This is an optimization exercise on Yosys and OpenROAD, whose aim is small area, a short achievable clock period and few clock cycles per item, not a production implementation. The RTL was checked by simulation tests, not by an equivalence proof against the original design. Power figures rest on the tool's default switching activity, not on a simulated workload.

==> flow/design.v <==
package bhkt_pkg;
    localparam int BUCKETS  = 16;    
    localparam int WAYS     = 4;
    localparam int KEY_W    = 31;
    localparam int BUCKET_W = (BUCKETS > 1) ? $clog2(BUCKETS) : 1;
    localparam int TAG_W    = KEY_W - BUCKET_W;   
    localparam logic [1:0] REQ_INSERT = 2'd0;
    localparam logic [1:0] REQ_DELETE = 2'd1;
    localparam logic [2:0] ST_INSERTED  = 3'd0;
    localparam logic [2:0] ST_DELETED   = 3'd1;
    localparam logic [2:0] ST_FOUND     = 3'd2;
    localparam logic [2:0] ST_NOT_FOUND = 3'd3;
    localparam logic [2:0] ST_FULL      = 3'd4;
endpackage
module bucketed_hash_key_table_core (
    input  logic        aclk,
    input  logic        aresetn,
    input  logic        s_valid,
    output logic        s_ready,
    input  logic [1:0]  s_req_type,
    input  logic [30:0] s_key_value,
    output logic        m_valid,
    input  logic        m_ready,
    output logic [2:0]  m_status
);
    localparam int BUCKETS  = bhkt_pkg::BUCKETS;
    localparam int WAYS     = bhkt_pkg::WAYS;
    localparam int KEY_W    = bhkt_pkg::KEY_W;
    localparam int BUCKET_W = bhkt_pkg::BUCKET_W;
    localparam int TAG_W    = bhkt_pkg::TAG_W;
    localparam logic [1:0] REQ_INSERT   = bhkt_pkg::REQ_INSERT;
    localparam logic [1:0] REQ_DELETE   = bhkt_pkg::REQ_DELETE;
    localparam logic [2:0] ST_INSERTED  = bhkt_pkg::ST_INSERTED;
    localparam logic [2:0] ST_DELETED   = bhkt_pkg::ST_DELETED;
    localparam logic [2:0] ST_FOUND     = bhkt_pkg::ST_FOUND;
    localparam logic [2:0] ST_NOT_FOUND = bhkt_pkg::ST_NOT_FOUND;
    localparam logic [2:0] ST_FULL      = bhkt_pkg::ST_FULL;
    localparam int OUTQ = 5;
    logic [TAG_W-1:0]   tag_q [BUCKETS][WAYS];
    logic [WAYS-1:0]    val_q [BUCKETS];
    logic               s_ready_reg;
    logic               s_accept;
    logic               r_valid, x1_valid, x2_valid;
    logic [1:0]         r_type, x1_type;
    logic [KEY_W-1:0]   r_key, x1_key;
    logic [BUCKETS-1:0] r_oh;            
    logic               r_same2;         
    logic               x1_same2;        
    logic [TAG_W-1:0]   x1_row [WAYS];
    logic [WAYS-1:0]    x1_v;            
    logic [TAG_W-1:0]   x2_tag;
    logic [BUCKETS-1:0] x2_oh;           
    logic               x2_ins;          
    logic [WAYS-1:0]    x2_we;           
    logic [WAYS-1:0]    x2_wi;           
    logic [2:0]         x2_status;
    assign s_accept = s_valid && s_ready_reg;
    always_ff @(posedge aclk) begin
        r_type  <= s_req_type;
        r_key   <= s_key_value;
        r_same2 <= (s_key_value[BUCKET_W-1:0] == x1_key[BUCKET_W-1:0]);
        for (int b = 0; b < BUCKETS; b++) r_oh[b] <= (s_key_value[BUCKET_W-1:0] == BUCKET_W'(b));
    end
    always_ff @(posedge aclk) begin
        for (int b = 0; b < BUCKETS; b++) begin
            for (int w = 0; w < WAYS; w++) begin
                if (x2_wi[w] && x2_oh[b]) tag_q[b][w] <= x2_tag;
            end
        end
    end
    always_ff @(posedge aclk) begin
        for (int b = 0; b < BUCKETS; b++) begin
            for (int w = 0; w < WAYS; w++) begin
                if (!aresetn)                 val_q[b][w] <= 1'b0;
                else if (x2_we[w] && x2_oh[b]) val_q[b][w] <= x2_ins;
            end
        end
    end
    logic [WAYS-1:0]   r_v;
    logic [TAG_W-1:0]  r_row [WAYS];
    logic              fwd_r;        
    always_comb begin
        r_v = '0;
        for (int w = 0; w < WAYS; w++) r_row[w] = '0;
        for (int b = 0; b < BUCKETS; b++) begin
            r_v = r_v | (val_q[b] & {WAYS{r_oh[b]}});
            for (int w = 0; w < WAYS; w++) r_row[w] = r_row[w] | (tag_q[b][w] & {TAG_W{r_oh[b]}});
        end
    end
    assign fwd_r = x2_valid && r_same2;
    always_ff @(posedge aclk) begin
        x1_type  <= r_type;
        x1_key   <= r_key;
        x1_same2 <= (r_key[BUCKET_W-1:0] == x1_key[BUCKET_W-1:0]);
        for (int w = 0; w < WAYS; w++) begin
            x1_row[w] <= (fwd_r && x2_wi[w]) ? x2_tag : r_row[w];
            x1_v[w]   <= (fwd_r && x2_we[w]) ? x2_ins : r_v[w];
        end
    end
    logic [TAG_W-1:0]  x1_tag;
    logic              fwd_1;        
    logic [WAYS-1:0]   c;            
    logic              k;            
    logic [WAYS-1:0]   eq, v, match, hit, ins_pos, we;
    logic              is_ins, is_del, full, found;
    logic [2:0]        status;
    assign x1_tag = x1_key[KEY_W-1:BUCKET_W];
    assign fwd_1  = x2_valid && x1_same2;
    assign is_ins = (x1_type == REQ_INSERT);
    assign is_del = (x1_type == REQ_DELETE);
    always_comb begin
        for (int w = 0; w < WAYS; w++) c[w] = (x1_row[w] == x1_tag);
        k = (x2_tag == x1_tag);
        for (int w = 0; w < WAYS; w++) begin
            eq[w] = (fwd_1 && x2_wi[w]) ? k : c[w];
            v[w]  = (fwd_1 && x2_we[w]) ? x2_ins : x1_v[w];
        end
        match = v & eq;
        full  = &v;
        found = |match;
        for (int w = 0; w < WAYS; w++) begin
            hit[w]     = match[w];
            ins_pos[w] = !v[w];
            for (int j = 0; j < w; j++) begin
                hit[w]     = hit[w] && !match[j];
                ins_pos[w] = ins_pos[w] && v[j];
            end
            we[w] = x1_valid && ((is_ins && ins_pos[w]) || (is_del && hit[w]));
        end
        if (is_ins)      status = full ? ST_FULL : ST_INSERTED;
        else if (is_del) status = found ? ST_DELETED : ST_NOT_FOUND;
        else             status = found ? ST_FOUND : ST_NOT_FOUND;
    end
    always_ff @(posedge aclk) begin
        x2_tag    <= x1_tag;
        x2_ins    <= is_ins;
        for (int b = 0; b < BUCKETS; b++) x2_oh[b] <= (x1_key[BUCKET_W-1:0] == BUCKET_W'(b));
        for (int w = 0; w < WAYS; w++) begin
            x2_we[w] <= aresetn && we[w];
            x2_wi[w] <= aresetn && we[w] && is_ins;
        end
        x2_status <= status;
    end
    logic [2:0]           q [OUTQ];
    logic [OUTQ-1:0]      qv, qv_pop, qv_next;
    logic [OUTQ-1:0]      n_out, n_next;
    logic                 m_valid_reg;
    logic                 pop;
    assign pop     = m_valid_reg && m_ready;
    assign qv_pop  = pop ? {1'b0, qv[OUTQ-1:1]} : qv;
    assign qv_next = x2_valid ? {qv_pop[OUTQ-2:0], 1'b1} : qv_pop;
    always_comb begin
        n_next = n_out;
        if (s_accept && !pop)      n_next = {n_out[OUTQ-2:0], 1'b1};
        else if (!s_accept && pop) n_next = {1'b0, n_out[OUTQ-1:1]};
    end
    always_ff @(posedge aclk) begin
        if (!aresetn) begin
            s_ready_reg <= 1'b1;
            r_valid     <= 1'b0;
            x1_valid    <= 1'b0;
            x2_valid    <= 1'b0;
            qv          <= '0;
            n_out       <= '0;
            m_valid_reg <= 1'b0;
        end else begin
            r_valid     <= s_accept;
            x1_valid    <= r_valid;
            x2_valid    <= x1_valid;
            n_out       <= n_next;
            s_ready_reg <= !n_next[OUTQ-1];
            qv          <= qv_next;
            m_valid_reg <= qv_next[0];
        end
    end
    always_ff @(posedge aclk) begin
        for (int i = 0; i < OUTQ; i++) begin
            if (pop)
                q[i] <= (i < OUTQ-1 && qv[(i+1) % OUTQ]) ? q[(i+1) % OUTQ] : x2_status;
            else
                q[i] <= qv[i] ? q[i] : x2_status;
        end
    end
    assign s_ready  = s_ready_reg;
    assign m_valid  = m_valid_reg;
    assign m_status = q[0];
endmodule
clock: 6.0 ns
lec_check: 0
cap_margin: 20
core_margin: 2
core_utilization: 65
cts_cluster_diameter: 150
cts_cluster_size: 24
setup_slack_margin: 3.6
slew_margin: 20
run.sh (not shown) runs the stock make flow with config.mk's settings and CLKGATE_MAP_FILE= SYNTH_SCRIPT=/design/flow/synth_recipe.tcl, a recipe that flattens the netlist after the stock synthesis.
Testbench counts at the start, summed over its fixed seeds: cycles 24,032, items 24,000.
Next try:
--- a/flow/design.v
+++ b/flow/design.v
@@ -86,9 +86,9 @@
             r_v = r_v | (val_q[b] & {WAYS{r_oh[b]}});
             for (int w = 0; w < WAYS; w++) r_row[w] = r_row[w] | (tag_q[b][w] & {TAG_W{r_oh[b]}});
         end
     end
-    assign fwd_r = x2_valid && r_same2;
+    assign fwd_r = r_same2;
     always_ff @(posedge aclk) begin
         x1_type  <= r_type;
         x1_key   <= r_key;
         x1_same2 <= (r_key[BUCKET_W-1:0] == x1_key[BUCKET_W-1:0]);
@@ -104,9 +104,9 @@
     logic [WAYS-1:0]   eq, v, match, hit, ins_pos, we;
     logic              is_ins, is_del, full, found;
     logic [2:0]        status;
     assign x1_tag = x1_key[KEY_W-1:BUCKET_W];
-    assign fwd_1  = x2_valid && x1_same2;
+    assign fwd_1  = x1_same2;
     assign is_ins = (x1_type == REQ_INSERT);
     assign is_del = (x1_type == REQ_DELETE);
     always_comb begin
         for (int w = 0; w < WAYS; w++) c[w] = (x1_row[w] == x1_tag);
@@ -145,9 +145,9 @@
     logic [OUTQ-1:0]      qv, qv_pop, qv_next;
     logic [OUTQ-1:0]      n_out, n_next;
     logic                 m_valid_reg;
     logic                 pop;
-    assign pop     = m_valid_reg && m_ready;
+    assign pop     = qv[0] && m_ready;
     assign qv_pop  = pop ? {1'b0, qv[OUTQ-1:1]} : qv;
     assign qv_next = x2_valid ? {qv_pop[OUTQ-2:0], 1'b1} : qv_pop;
     always_comb begin
         n_next = n_out;
@@ -169,9 +169,9 @@
             x2_valid    <= x1_valid;
             n_out       <= n_next;
             s_ready_reg <= !n_next[OUTQ-1];
             qv          <= qv_next;
-            m_valid_reg <= qv_next[0];
+            m_valid_reg <= x2_valid || qv[1] || (qv[0] && !m_ready);
         end
     end
     always_ff @(posedge aclk) begin
         for (int i = 0; i < OUTQ; i++) begin
@@ -180,8 +180,14 @@
             else
                 q[i] <= qv[i] ? q[i] : x2_status;
         end
     end
+    logic [2:0] m_status_reg;
+    always_ff @(posedge aclk) begin
+        if (!pop && qv[0])      m_status_reg <= q[0];
+        else if (pop && qv[1])  m_status_reg <= q[1];
+        else                    m_status_reg <= x2_status;
+    end
     assign s_ready  = s_ready_reg;
     assign m_valid  = m_valid_reg;
-    assign m_status = q[0];
+    assign m_status = m_status_reg;
 endmodule
After rerunning:
- The new run produced a clean layout
- routed wire length goes up by 3.3%
- utilization falls by 0.12 points
- global-route usage rose by 1.2 points
- worst setup slack gets worse by 0.0034 ns
- fmax stays flat
- synthesized cell count went down by 0.45%
- clock-buffer cell count fell by 1
- worst hold slack improved by 0.0079 ns
- power stays flat
- clock skew stays flat
- first-iteration DRC count falls by 2.3%
- sequential power stays flat
Testbench counts after the change, summed over its fixed seeds: cycles 24,032, items 24,000.

## afterwards: timing with drivers on the ports
How much do the figures lean on ideal ports? The routed layouts below were timed once more, with nothing changed but the port constraints. Step 1, drivers: a clkbuf_16 drives aclk and a buf_2 each remaining input, both assumed. Step 2, shift: input delay + t, output delay - t, t = (earliest + latest rising clock arrival at the registers) / 2. This alone moves slack from input paths to output paths. Slacks: ideal ports / drivers / drivers and shift; pairs: ideal ports / drivers.
run | shift t [ns] | setup WS [ns] | clock arrival spread, ns
the first run | 0.784 | 3.499 / 3.427 / 3.019 | 0.031 / 0.031
the second run | 0.810 | 3.496 / 3.496 / 2.962 | 0.029 / 0.030
After both steps every run listed still meets setup and hold. For the second run, which loses most, drivers alone change the setup slack by 0.000 ns; drivers and shift together by -0.534 ns.
